Source: an optimization exercise on an open RTL-to-GDS flow (aim: small area, a short achievable clock period and few clock cycles). Production flows keep margins and buffers that such runs may drop.
RTL that was checked went through simulation tests only; none was proved equivalent to the original.
No activity file was given, so power comes from the tool's default toggle rates.

// accum_top
module accum_top #(
  parameter int unsigned NumAcc = accum_pkg::NUM_ACC
) (
  input  logic                        clk_state,
  input  logic                        rst_ni,
  input  logic                        psel_i,
  input  logic                        penable_i,
  input  logic                        pwrite_i,
  input  logic [7:0]                  paddr_i,
  input  logic [31:0]                 pwdata_i,
  output logic [31:0]                 prdata_o,
  output logic                        pready_o,
  output logic                        pslverr_o,
  input  logic                        psum_valid_i,
  output logic                        psum_ready_o,
  input  logic [accum_pkg::ACC_W-1:0] psum_data_i,
  output logic                        out_valid_o,
  input  logic                        out_ready_i,
  output logic [accum_pkg::OUT_W-1:0] out_data_o,
  output logic                        done_o
);
Size in the first run: about 2300 cells after synthesis, roughly 430 flip-flops, about 180 I/O pins.
clock: 8.5 ns
lec_check: 0
cap_margin: 20
core_margin: 2
core_utilization: 65
cts_buf_list: sky130_fd_sc_hd__clkbuf_8
setup_slack_margin: 5
slew_margin: 20
standard.sh (not shown) runs the stock make flow with config.mk's settings and CLKGATE_MAP_FILE= SYNTH_SCRIPT=/design/flow/synth_recipe.tcl, a recipe that flattens the netlist after the stock synthesis.
==> flow/flow/run.sh <==
#!/bin/bash
# The standard layout, with clock tree synthesis told not to add dummy loads.
set -euo pipefail
bash standard.sh "CTS_ARGS=-sink_clustering_enable -repair_clock_nets -dont_use_dummy_load -buf_list sky130_fd_sc_hd__clkbuf_8" finish > standard.log 2>&1
Testbench counts at the start, summed over its fixed seeds: cycles 7,496.
Edit:
--- a/flow/design.v
+++ b/flow/design.v
@@ -73,25 +73,26 @@
       if (wsel_q[1]) scale_q <= pwdata_i[7:0];
       sm_q   <= (wsel_q[1] ? pwdata_i[7:0] : scale_q) & {8{~z_d[0]}};
       if (wsel_q[2]) shift_q <= pwdata_i[4:0];
       if (wsel_q[3]) mode_q  <= pwdata_i[0];
       mode_c <= wsel_q[3] ? {4{pwdata_i[0]}} : {mode_q, mode_c[3:1]};
     end
   end
   logic        acc_q;         
   logic        pend_q;        
   logic        busy_q;        
   logic        done_q;
   logic        err_q;
-  logic [15:0] prd_q;
+  logic [4:0]  rsel_q;        
+  logic        stat_q;        
   logic [31:0] ring_q [8];
   logic [7:0]  z_q;
   logic        az_q;          
   logic [2:0]  hd_q;
   logic        acc_act_q;     
   logic [15:0] k_q;
   logic        rdy_q;
   logic        nq_act_q;      
   logic [3:0]  nq_cnt_q;
   logic        v2_q, v3_q;
   logic        es_q;          
   logic        nq_wait_q;     
@@ -260,32 +261,34 @@
       nq_act_q  <= nq_act_d;
       es_q      <= nq_early;
       nq_wait_q <= ((acc_q & is_nq & ~es_q) | nq_wait_q) & nq_act_q;
       v2_q      <= nq_issue & ~clear_now;
       v3_q      <= v2_q & ~clear_now;
       so_act_q  <= so_act_d;
       ov_q      <= so_act_d & ~|z_d & ~v2_q & ~nq_issue & ~nq_act_d &
                    (mode_q ? (hd_d == {bc_d, 1'b0}) : (hd_d == 3'd0));
     end
   end
   always_ff @(posedge clk_state) begin
     err_q    <= ~s_addr_ok | (s_cmd & (~s_known | ~take_a));
-    prd_q    <= ({16{s_rsel[0]}} & len_q) |
-                ({16{s_rsel[1]}} & {8'h0, scale_q}) |
-                ({16{s_rsel[2]}} & {11'h0, shift_q}) |
-                ({16{s_rsel[3]}} & {15'h0, mode_q}) |
-                ({16{s_rsel[4]}} & {8'(NumAcc), 7'h0, busy_n & ~done_a});
+    rsel_q   <= s_rsel;
+    stat_q   <= busy_n & ~done_a;
   end
   assign pslverr_o = err_q;
-  assign prdata_o  = {16'h0, prd_q};
+  assign prdata_o  = {16'h0,
+                       ({16{rsel_q[0]}} & len_q) |
+                       ({16{rsel_q[1]}} & {8'h0, scale_q}) |
+                       ({16{rsel_q[2]}} & {11'h0, shift_q}) |
+                       ({16{rsel_q[3]}} & {15'h0, mode_q}) |
+                       ({16{rsel_q[4]}} & {8'(NumAcc), 7'h0, stat_q})};
   assign done_o    = done_q;
   always_ff @(posedge clk_state) begin
     for (int i = 0; i < 8; i++) begin
       if (i == 7)      ring_q[i] <= nq_issue ? sa_d[31:0] : head;
       else if (i == 6) ring_q[i] <= w6_d;
       else if (i == 5) ring_q[i] <= v3_q ? nq_word : ring_q[6];
       else             ring_q[i] <= ring_q[i+1];
     end
     k_q    <= k_d;
     shp1_q <= shift_q;
     shp2_q <= shp1_q;
     bc_q   <= bc_d;
Worst hold slack gets worse by 0.013 ns.
Wire length went up by 2.4%.
Cell count went up by 0.31%.
Clock-buffer cell count went down by 2.
Die area hardly moves.
Register-to-register slack gets worse by 0.05 ns.
Worst setup slack gets worse by 0.0053 ns.
Design area went up by 0.42%.
Power went down by 2.6%.
Area after synthesis stays flat.
Clock skew went down by 0.010 ns.
Via count went up by 2.0%.
Non-clock buffer count went up by 9.
Sequential share of layout area went down by 0.82 points.
The RTL of the second run of this note was laid out without a check of its function.


run H:
accum_top, a different RTL version from the one above (not shown whole).
Size: ~2200 cells after synthesis, about 420 flip-flops.
make LEC_CHECK=0 CAP_MARGIN=20 CORE_MARGIN=2 CORE_UTILIZATION=70 SETUP_SLACK_MARGIN=5 SLEW_MARGIN=20 finish   # period 8.5 ns
run.sh (not shown) runs the stock make flow with config.mk's settings and CLKGATE_MAP_FILE= SYNTH_SCRIPT=/design/flow/synth_recipe.tcl, a recipe that flattens the netlist after the stock synthesis.
Stock flow here: none of the scripts above is used.
Testbench counts of run H, summed over its fixed seeds: cycles 8,040.
#### Input delta (run C over run H)
diff --git a/flow/design.v b/flow/design.v
--- a/flow/design.v
+++ b/flow/design.v
@@ -224,43 +224,36 @@
       acc_q     <= 1'b0;
       pend_q    <= 1'b0;
       busy_q    <= 1'b0;
       done_q    <= 1'b0;
       hd_q      <= '0;
       z_q       <= '1;
       az_q      <= 1'b1;
       acc_act_q <= 1'b0;
-      k_q       <= '0;
       rdy_q     <= 1'b0;
       nq_act_q  <= 1'b0;
-      nq_cnt_q  <= '0;
       v2_q      <= 1'b0;
       v3_q      <= 1'b0;
       so_act_q  <= 1'b0;
-      bc_q      <= '0;
       ov_q      <= 1'b0;
     end else begin
       acc_q     <= s_acc;
       pend_q    <= s_acc & s_imm & busy_n;
       done_q    <= done_a | (s_acc & s_imm & ~busy_n);
       busy_q    <= busy_n | (acc_q & (~imm | pend_q));
       hd_q      <= hd_d;
       z_q       <= z_d;
       az_q      <= clear_now | (az_q & ~hs & ~v3_q);
       acc_act_q <= acc_act_d;
-      k_q       <= k_d;
       rdy_q     <= acc_act_d & (hd_d == k_d[2:0]);
       nq_act_q  <= nq_start | (nq_act_q & ~nq_fin);
-      if (nq_start)      nq_cnt_q <= 4'd1;
-      else if (nq_issue) nq_cnt_q <= nq_cnt_q + 4'd1;
       v2_q      <= nq_issue;
       v3_q      <= v2_q;
       so_act_q  <= so_act_d;
-      bc_q      <= bc_d;
       ov_q      <= so_act_d & ~|z_d &
                    (mode_q ? (hd_d == {bc_d, 1'b0}) : (hd_d == 3'd0));
     end
   end
   always_ff @(posedge clk_state) begin
     err_q    <= ~s_addr_ok | (s_cmd & (~s_known | ~take_a));
     prd_q    <= ({16{s_rsel[0]}} & len_q) |
                 ({16{s_rsel[1]}} & {8'h0, scale_q}) |
@@ -273,14 +266,18 @@
   assign done_o    = done_q;
   always_ff @(posedge clk_state) begin
     for (int i = 0; i < 8; i++) begin
       if (i == 7)      ring_q[i] <= nq_issue ? sa_d[31:0] : head;
       else if (i == 6) ring_q[i] <= w6_d;
       else if (i == 5) ring_q[i] <= v3_q ? nq_word : ring_q[6];
       else             ring_q[i] <= ring_q[i+1];
     end
+    k_q    <= k_d;
+    bc_q   <= bc_d;
+    if (nq_start)      nq_cnt_q <= 4'd1;
+    else if (nq_issue) nq_cnt_q <= nq_cnt_q + 4'd1;
     psum_q <= nq_issue ? ca_d[31:0] : (hs ? psum_data_i : 32'h0);
     sh_q   <= sa_d[39:32];
     ch_q   <= ca_d[39:32];
     ph_q   <= c32 ? sh_q + ch_q + 8'd1 : sh_q + ch_q;
   end
 endmodule
## What came out
Run C completed end to end with timing, DRC and antenna clean. Status: post-route cell area parity (run C, run H). The global routing met2 resource utilization in run C sits 2.7 points above the value recorded for run H. Share of synthesized area spent on multiplexers was lower in the run labelled run C. Site row count: run C vs run H, no meaningful difference. [compare] base=run H new=run C: total detailed-routing wirelength up about 8%; sequential share of layout area down 0.41 points; total stage count of the critical path up 1; synthesis-to-finish area growth flat. Placement-stage worst setup slack was lower in the run labelled run H.
For run C, only the layout was checked, not whether the RTL still works.


## v15
The RTL this note starts from:
==> flow/design.v <==
package accum_pkg;
  localparam int unsigned NUM_ACC = 8;    
  localparam int unsigned ACC_W   = 32;
  localparam int unsigned OUT_W   = 64;   
  localparam int unsigned ADDR_W  = 3;
  localparam int unsigned LEN_W   = 16;   
  localparam logic [7:0] REG_CMD       = 8'h00;
  localparam logic [7:0] REG_ACCUM_LEN = 8'h04;
  localparam logic [7:0] REG_SCALE     = 8'h08;
  localparam logic [7:0] REG_SHIFT     = 8'h0C;
  localparam logic [7:0] REG_MODE      = 8'h10;
  localparam logic [7:0] REG_STATUS    = 8'h14;
  localparam logic [2:0] CMD_CLEAR     = 3'd1;
  localparam logic [2:0] CMD_ACCUM     = 3'd2;
  localparam logic [2:0] CMD_NORMQUANT = 3'd3;
  localparam logic [2:0] CMD_STREAMOUT = 3'd4;
  localparam logic MODE_8B  = 1'b0;
  localparam logic MODE_32B = 1'b1;
  typedef union packed {
    logic [OUT_W/8-1:0][7:0]           bytes;
    logic [OUT_W/ACC_W-1:0][ACC_W-1:0] words;
  } out_word_u;
endpackage
`timescale 1ns/1ps
module accum_top #(
  parameter int unsigned NumAcc = accum_pkg::NUM_ACC
) (
  input  logic                        clk_state,
  input  logic                        rst_ni,
  input  logic                        psel_i,
  input  logic                        penable_i,
  input  logic                        pwrite_i,
  input  logic [7:0]                  paddr_i,
  input  logic [31:0]                 pwdata_i,
  output logic [31:0]                 prdata_o,
  output logic                        pready_o,
  output logic                        pslverr_o,
  input  logic                        psum_valid_i,
  output logic                        psum_ready_o,
  input  logic [accum_pkg::ACC_W-1:0] psum_data_i,
  output logic                        out_valid_o,
  input  logic                        out_ready_i,
  output logic [accum_pkg::OUT_W-1:0] out_data_o,
  output logic                        done_o
);
  logic [15:0] len_q;
  logic [7:0]  scale_q;
  logic [4:0]  shift_q;
  logic        mode_q;
  logic [3:0]  wsel_q;        
  logic        s_wr;
  assign pready_o = 1'b1;
  assign s_wr     = psel_i & ~penable_i & pwrite_i;
  always_ff @(posedge clk_state or negedge rst_ni) begin
    if (!rst_ni) begin
      wsel_q  <= '0;
      len_q   <= '0;
      scale_q <= '0;
      shift_q <= '0;
      mode_q  <= 1'b0;
    end else begin
      wsel_q <= {s_wr & (paddr_i == accum_pkg::REG_MODE),
                 s_wr & (paddr_i == accum_pkg::REG_SHIFT),
                 s_wr & (paddr_i == accum_pkg::REG_SCALE),
                 s_wr & (paddr_i == accum_pkg::REG_ACCUM_LEN)};
      if (wsel_q[0]) len_q   <= pwdata_i[15:0];
      if (wsel_q[1]) scale_q <= pwdata_i[7:0];
      if (wsel_q[2]) shift_q <= pwdata_i[4:0];
      if (wsel_q[3]) mode_q  <= pwdata_i[0];
    end
  end
  logic        acc_q;         
  logic        pend_q;        
  logic        busy_q;        
  logic        done_q;
  logic        err_q;
  logic [15:0] prd_q;
  logic [31:0] ring_q [8];
  logic [7:0]  z_q;
  logic        az_q;          
  logic [2:0]  hd_q;
  logic        acc_act_q;     
  logic [15:0] k_q;
  logic        rdy_q;
  logic        nq_act_q;      
  logic [3:0]  nq_cnt_q;
  logic        v2_q, v3_q;
  logic        so_act_q;      
  logic [1:0]  bc_q;
  logic        ov_q;
  logic [2:0] code;
  logic       is_clear, is_accum, is_nq, is_so, len0, imm;
  logic       clear_now, relabel;
  assign code      = pwdata_i[2:0];
  assign is_clear  = (code == accum_pkg::CMD_CLEAR);
  assign is_accum  = (code == accum_pkg::CMD_ACCUM);
  assign is_nq     = (code == accum_pkg::CMD_NORMQUANT);
  assign is_so     = (code == accum_pkg::CMD_STREAMOUT);
  assign len0      = (len_q == 16'd0);
  assign imm       = is_clear | (is_accum & len0);
  assign clear_now = acc_q & is_clear;
  assign relabel   = acc_q & is_accum & az_q;
  logic [31:0] head, nq_word;
  logic        hs, ohs;
  assign head = z_q[0] ? 32'h0 : ring_q[0];
  logic [15:0] k_inc;
  logic        acc_last, acc_fin;
  assign k_inc        = k_q + 16'd1;
  assign acc_last     = (k_inc == len_q);
  assign psum_ready_o = rdy_q;
  assign hs           = psum_valid_i & rdy_q;
  assign acc_fin      = hs & acc_last;
  logic [31:0] psum_q;
  logic [31:0] w6_d;
  logic        c32;
  assign {c32, w6_d} = {1'b0, ring_q[7]} + {1'b0, psum_q};
  logic        nq_issue, nq_fin;
  logic [39:0] sa_d, ca_d, p_q;
  logic [7:0]  sh_q, ch_q, ph_q;
  assign nq_issue = (acc_q & is_nq) | (nq_act_q & ~nq_cnt_q[3]);
  assign nq_fin   = nq_act_q & nq_cnt_q[3] & v2_q;
  always_comb begin
    logic [39:0] pp [9];
    logic [39:0] a0, b0, a1, b1, a2, b2, c0, d0, c1, d1, e0, f0;
    for (int j = 0; j < 8; j++) begin
      pp[j] = '0;
      for (int i = 0; i < 31; i++) pp[j][i+j] = scale_q[j] & ~z_q[0] & ring_q[0][i];
      pp[j][31+j] = ~(scale_q[j] & ~z_q[0] & ring_q[0][31]);
    end
    pp[8] = 40'h80_8000_0000;
    a0 = pp[0] ^ pp[1] ^ pp[2];
    b0 = ((pp[0] & pp[1]) | (pp[0] & pp[2]) | (pp[1] & pp[2])) << 1;
    a1 = pp[3] ^ pp[4] ^ pp[5];
    b1 = ((pp[3] & pp[4]) | (pp[3] & pp[5]) | (pp[4] & pp[5])) << 1;
    a2 = pp[6] ^ pp[7] ^ pp[8];
    b2 = ((pp[6] & pp[7]) | (pp[6] & pp[8]) | (pp[7] & pp[8])) << 1;
    c0 = a0 ^ b0 ^ a1;
    d0 = ((a0 & b0) | (a0 & a1) | (b0 & a1)) << 1;
    c1 = b1 ^ a2 ^ b2;
    d1 = ((b1 & a2) | (b1 & b2) | (a2 & b2)) << 1;
    e0 = c0 ^ d0 ^ c1;
    f0 = ((c0 & d0) | (c0 & c1) | (d0 & c1)) << 1;
    sa_d = e0 ^ f0 ^ d1;
    ca_d = ((e0 & f0) | (e0 & d1) | (f0 & d1)) << 1;
  end
  logic [22:0] t1;
  logic [14:0] t2;
  logic [10:0] t3;
  logic [8:0]  t4;
  logic [7:0]  t5, clip;
  logic [31:0] thr, over;
  logic        ovf;
  assign p_q = {ph_q, ring_q[6]};
  assign t1 = shift_q[4] ? p_q[38:16] : p_q[22:0];
  assign t2 = shift_q[3] ? t1[22:8]   : t1[14:0];
  assign t3 = shift_q[2] ? t2[14:4]   : t2[10:0];
  assign t4 = shift_q[1] ? t3[10:2]   : t3[8:0];
  assign t5 = shift_q[0] ? t4[8:1]    : t4[7:0];
  always_comb begin
    for (int j = 0; j < 32; j++) begin
      thr[j]  = (j >= 32'(shift_q));
      over[j] = thr[j] & (p_q[j+7] ^ p_q[39]);
    end
  end
  assign ovf     = |over;
  assign clip    = ovf ? {p_q[39], {7{~p_q[39]}}} : t5;
  assign nq_word = {{24{clip[7]}}, clip};
  logic so_last;
  assign out_valid_o = ov_q;
  assign ohs         = ov_q & out_ready_i;
  assign so_last     = ~mode_q | (bc_q == 2'd3);
  always_comb begin
    if (mode_q) begin
      out_data_o = {ring_q[1], ring_q[0]};
    end else begin
      for (int i = 0; i < 8; i++) out_data_o[8*i +: 8] = ring_q[i][7:0];
    end
  end
  logic        run_done, busy_n, done_a, take_a;
  logic        s_setup, s_cmd, s_known, s_imm, s_acc, s_addr_ok;
  logic [15:0] s_rd;
  logic        acc_act_d, so_act_d;
  logic [2:0]  hd_d;
  logic [15:0] k_d;
  logic [1:0]  bc_d;
  logic [7:0]  z_d;
  assign run_done = (acc_act_q & acc_fin) | nq_fin | (so_act_q & ohs & so_last);
  assign busy_n  = busy_q & ~done_q;
  assign done_a  = run_done | pend_q;
  assign take_a  = ~busy_n | done_a;
  assign s_setup = psel_i & ~penable_i;
  assign s_cmd   = pwrite_i & (paddr_i == accum_pkg::REG_CMD);
  assign s_known = (code == accum_pkg::CMD_CLEAR) | (code == accum_pkg::CMD_ACCUM) |
                   (code == accum_pkg::CMD_NORMQUANT) | (code == accum_pkg::CMD_STREAMOUT);
  assign s_imm   = imm;
  assign s_acc   = s_setup & s_cmd & s_known & take_a;
  always_comb begin
    s_addr_ok = 1'b1;
    s_rd      = '0;
    case (paddr_i)
      accum_pkg::REG_CMD:       s_rd = '0;
      accum_pkg::REG_ACCUM_LEN: s_rd = len_q;
      accum_pkg::REG_SCALE:     s_rd = 16'(scale_q);
      accum_pkg::REG_SHIFT:     s_rd = 16'(shift_q);
      accum_pkg::REG_MODE:      s_rd = 16'(mode_q);
      accum_pkg::REG_STATUS:    s_rd = {8'(NumAcc), 7'h0, busy_n & ~done_a};
      default:                  s_addr_ok = 1'b0;
    endcase
  end
  assign acc_act_d = (acc_q & is_accum & ~len0) | (acc_act_q & ~acc_fin);
  assign so_act_d  = (acc_q & is_so) | (so_act_q & ~(ohs & so_last));
  assign hd_d      = relabel ? 3'd0 : hd_q + 3'd1;
  assign k_d       = acc_q ? 16'd0 : (hs ? k_inc : k_q);
  assign bc_d      = acc_q ? 2'd0 : bc_q + {1'b0, ohs};
  assign z_d       = clear_now ? 8'hff : {1'b0, z_q[7], z_q[6] & ~v3_q, z_q[5:1]};
  always_ff @(posedge clk_state or negedge rst_ni) begin
    if (!rst_ni) begin
      acc_q     <= 1'b0;
      pend_q    <= 1'b0;
      busy_q    <= 1'b0;
      done_q    <= 1'b0;
      hd_q      <= '0;
      z_q       <= '1;
      az_q      <= 1'b1;
      acc_act_q <= 1'b0;
      k_q       <= '0;
      rdy_q     <= 1'b0;
      nq_act_q  <= 1'b0;
      nq_cnt_q  <= '0;
      v2_q      <= 1'b0;
      v3_q      <= 1'b0;
      so_act_q  <= 1'b0;
      bc_q      <= '0;
      ov_q      <= 1'b0;
    end else begin
      acc_q     <= s_acc;
      pend_q    <= s_acc & s_imm & busy_n;
      done_q    <= done_a | (s_acc & s_imm & ~busy_n);
      busy_q    <= busy_n | (acc_q & (~imm | pend_q));
      hd_q      <= hd_d;
      z_q       <= z_d;
      az_q      <= clear_now | (az_q & ~hs & ~v3_q);
      acc_act_q <= acc_act_d;
      k_q       <= k_d;
      rdy_q     <= acc_act_d & (hd_d == k_d[2:0]);
      nq_act_q  <= (acc_q & is_nq) | (nq_act_q & ~nq_fin);
      if (acc_q)         nq_cnt_q <= 4'd1;
      else if (nq_issue) nq_cnt_q <= nq_cnt_q + 4'd1;
      v2_q      <= nq_issue;
      v3_q      <= v2_q;
      so_act_q  <= so_act_d;
      bc_q      <= bc_d;
      ov_q      <= so_act_d & ~|z_d &
                   (mode_q ? (hd_d == {bc_d, 1'b0}) : (hd_d == 3'd0));
    end
  end
  always_ff @(posedge clk_state) begin
    err_q    <= ~s_addr_ok | (s_cmd & (~s_known | ~take_a));
    prd_q    <= s_rd;
  end
  assign pslverr_o = err_q;
  assign prdata_o  = {16'h0, prd_q};
  assign done_o    = done_q;
  always_ff @(posedge clk_state) begin
    for (int i = 0; i < 8; i++) begin
      if (i == 7)      ring_q[i] <= nq_issue ? sa_d[31:0] : head;
      else if (i == 6) ring_q[i] <= w6_d;
      else if (i == 5) ring_q[i] <= v3_q ? nq_word : ring_q[6];
      else             ring_q[i] <= ring_q[i+1];
    end
    psum_q <= nq_issue ? ca_d[31:0] : (hs ? psum_data_i : 32'h0);
    sh_q   <= sa_d[39:32];
    ch_q   <= ca_d[39:32];
    ph_q   <= c32 ? sh_q + ch_q + 8'd1 : sh_q + ch_q;
  end
endmodule
clock: 8.5 ns
lec_check: 0
cap_margin: 20
core_margin: 2
core_utilization: 40
slew_margin: 20
v15 reached the end of the flow, and the finished layout is clean on the timing, design-rule and antenna checks.
Input changes introduced in v12 (baseline for comparison: v15):
--- a/flow/design.v
+++ b/flow/design.v
@@ -48,24 +48,21 @@
   logic [4:0]  shift_q;
   logic        mode_q;
-  logic [3:0]  wsel_q;        
-  logic        s_wr;
-  assign pready_o = 1'b1;
-  assign s_wr     = psel_i & ~penable_i & pwrite_i;
+  logic        wr_access;
+  assign wr_access = psel_i & penable_i & pwrite_i;
+  assign pready_o  = 1'b1;
   always_ff @(posedge clk_state or negedge rst_ni) begin
     if (!rst_ni) begin
-      wsel_q  <= '0;
       len_q   <= '0;
       scale_q <= '0;
       shift_q <= '0;
       mode_q  <= 1'b0;
-    end else begin
-      wsel_q <= {s_wr & (paddr_i == accum_pkg::REG_MODE),
-                 s_wr & (paddr_i == accum_pkg::REG_SHIFT),
-                 s_wr & (paddr_i == accum_pkg::REG_SCALE),
-                 s_wr & (paddr_i == accum_pkg::REG_ACCUM_LEN)};
-      if (wsel_q[0]) len_q   <= pwdata_i[15:0];
-      if (wsel_q[1]) scale_q <= pwdata_i[7:0];
-      if (wsel_q[2]) shift_q <= pwdata_i[4:0];
-      if (wsel_q[3]) mode_q  <= pwdata_i[0];
+    end else if (wr_access) begin
+      case (paddr_i)
+        accum_pkg::REG_ACCUM_LEN: len_q   <= pwdata_i[15:0];
+        accum_pkg::REG_SCALE:     scale_q <= pwdata_i[7:0];
+        accum_pkg::REG_SHIFT:     shift_q <= pwdata_i[4:0];
+        accum_pkg::REG_MODE:      mode_q  <= pwdata_i[0];
+        default: ;
+      endcase
     end
   end
@@ -101,5 +98,5 @@
   assign clear_now = acc_q & is_clear;
   assign relabel   = acc_q & is_accum & az_q;
-  logic [31:0] head, nq_word;
+  logic [31:0] head, tail_d, nq_word;
   logic        hs, ohs;
   assign head = z_q[0] ? 32'h0 : ring_q[0];
@@ -111,11 +108,7 @@
   assign hs           = psum_valid_i & rdy_q;
   assign acc_fin      = hs & acc_last;
-  logic [31:0] psum_q;
-  logic [31:0] w6_d;
-  logic        c32;
-  assign {c32, w6_d} = {1'b0, ring_q[7]} + {1'b0, psum_q};
+  assign tail_d       = hs ? head + psum_data_i : head;
   logic        nq_issue, nq_fin;
-  logic [39:0] sa_d, ca_d, p_q;
-  logic [7:0]  sh_q, ch_q, ph_q;
+  logic [39:0] sa_d, ca_d, sa_q, ca_q, p_q;
   assign nq_issue = (acc_q & is_nq) | (nq_act_q & ~nq_cnt_q[3]);
   assign nq_fin   = nq_act_q & nq_cnt_q[3] & v2_q;
@@ -125,6 +118,6 @@
     for (int j = 0; j < 8; j++) begin
       pp[j] = '0;
-      for (int i = 0; i < 31; i++) pp[j][i+j] = scale_q[j] & ~z_q[0] & ring_q[0][i];
-      pp[j][31+j] = ~(scale_q[j] & ~z_q[0] & ring_q[0][31]);
+      for (int i = 0; i < 31; i++) pp[j][i+j] = scale_q[j] & head[i];
+      pp[j][31+j] = ~(scale_q[j] & head[31]);
     end
     pp[8] = 40'h80_8000_0000;
@@ -151,5 +144,4 @@
   logic [31:0] thr, over;
   logic        ovf;
-  assign p_q = {ph_q, ring_q[6]};
   assign t1 = shift_q[4] ? p_q[38:16] : p_q[22:0];
   assign t2 = shift_q[3] ? t1[22:8]   : t1[14:0];
@@ -264,13 +256,11 @@
   always_ff @(posedge clk_state) begin
     for (int i = 0; i < 8; i++) begin
-      if (i == 7)      ring_q[i] <= nq_issue ? sa_d[31:0] : head;
-      else if (i == 6) ring_q[i] <= w6_d;
+      if (i == 7)      ring_q[i] <= tail_d;
       else if (i == 5) ring_q[i] <= v3_q ? nq_word : ring_q[6];
       else             ring_q[i] <= ring_q[i+1];
     end
-    psum_q <= nq_issue ? ca_d[31:0] : (hs ? psum_data_i : 32'h0);
-    sh_q   <= sa_d[39:32];
-    ch_q   <= ca_d[39:32];
-    ph_q   <= c32 ? sh_q + ch_q + 8'd1 : sh_q + ch_q;
+    sa_q <= sa_d;
+    ca_q <= ca_d;
+    p_q  <= sa_q + ca_q;
   end
 endmodule
--- outcome ---
Going from v15 to v12, total power consumption of the routed design picked up an extra 58%, logic depth of the worst setup path including buffers went up by 7, hold slack grew by 8.5 ps, power consumed by combinational cells up 810%. For v15, the master of the slowest instance on the critical path was sky130_fd_sc_hd__dfrtp_2, unlike v12, where it was sky130_fd_sc_hd__o31ai_1. Startpoint of the worst setup timing path: psum_data_i[3] -> v12, mode_q -> v15. Changes observed in v12 relative to v15: buffer count excluding the clock tree in the final layout now larger, mean cell area of the mapped netlist now larger, final worst-path cycle share now larger, cell count after synthesis now larger. Post-placement cell count up 6.1% in v12 wrt v15. Final weighted congestion of routability-driven global placement of v12 falls short of that of v15 by a few percent.
No run of this note included a check of the RTL's function; only the layout flow was run.

-- static timing again, ports no longer ideal --
How much do the figures lean on ideal ports? The routed layouts below were timed once more, with nothing changed but the port constraints.
Step 1 (the two cells are an assumption about what drives the block):
set clk [get_ports {clk_state}]
set_driving_cell -lib_cell sky130_fd_sc_hd__clkbuf_16 $clk
set_driving_cell -lib_cell sky130_fd_sc_hd__buf_2 [delete_from_list [all_inputs] $clk]
Step 2 adds t to the input delays and takes it off the output delays; t is the mean of the earliest and latest rising clock arrival at the registers after step 1. Input paths then give back, and output paths get back, about the clock's delay inside the block.
a / b / c = ideal / step 1 / step 2; a / b = the first two.
| run | shift t [ns] | setup WS [ns] | worst hold slack (ns) | worst slew at a driven data input, ns |
|---|---|---|---|---|
| the first run of note 1 | 0.648 | 4.950 / 4.900 / 4.451 | 0.314 / 0.314 / 0.314 | 0.05 |
| the second run of note 1 | 0.633 | 4.945 / 4.893 / 4.417 | 0.300 / 0.300 / 0.300 | 0.05 |
| run H | 0.605 | 5.008 / 4.954 / 4.486 | 0.324 / 0.324 / 0.324 | 0.09 |
| run C | 0.627 | 4.910 / 4.856 / 4.421 | 0.310 / 0.310 / 0.310 | 0.05 |
| v15 | 0.585 | 4.055 / 4.004 / 3.753 | 0.306 / 0.306 / 0.306 | 0.05 |
| v12 | 0.643 | 4.034 / 4.069 / 3.426 | 0.314 / 0.314 / 0.314 | 0.05 |
After both steps every run listed still meets setup and hold. For v12, which loses most, drivers alone change the setup slack by +0.035 ns; drivers and shift together by -0.608 ns.
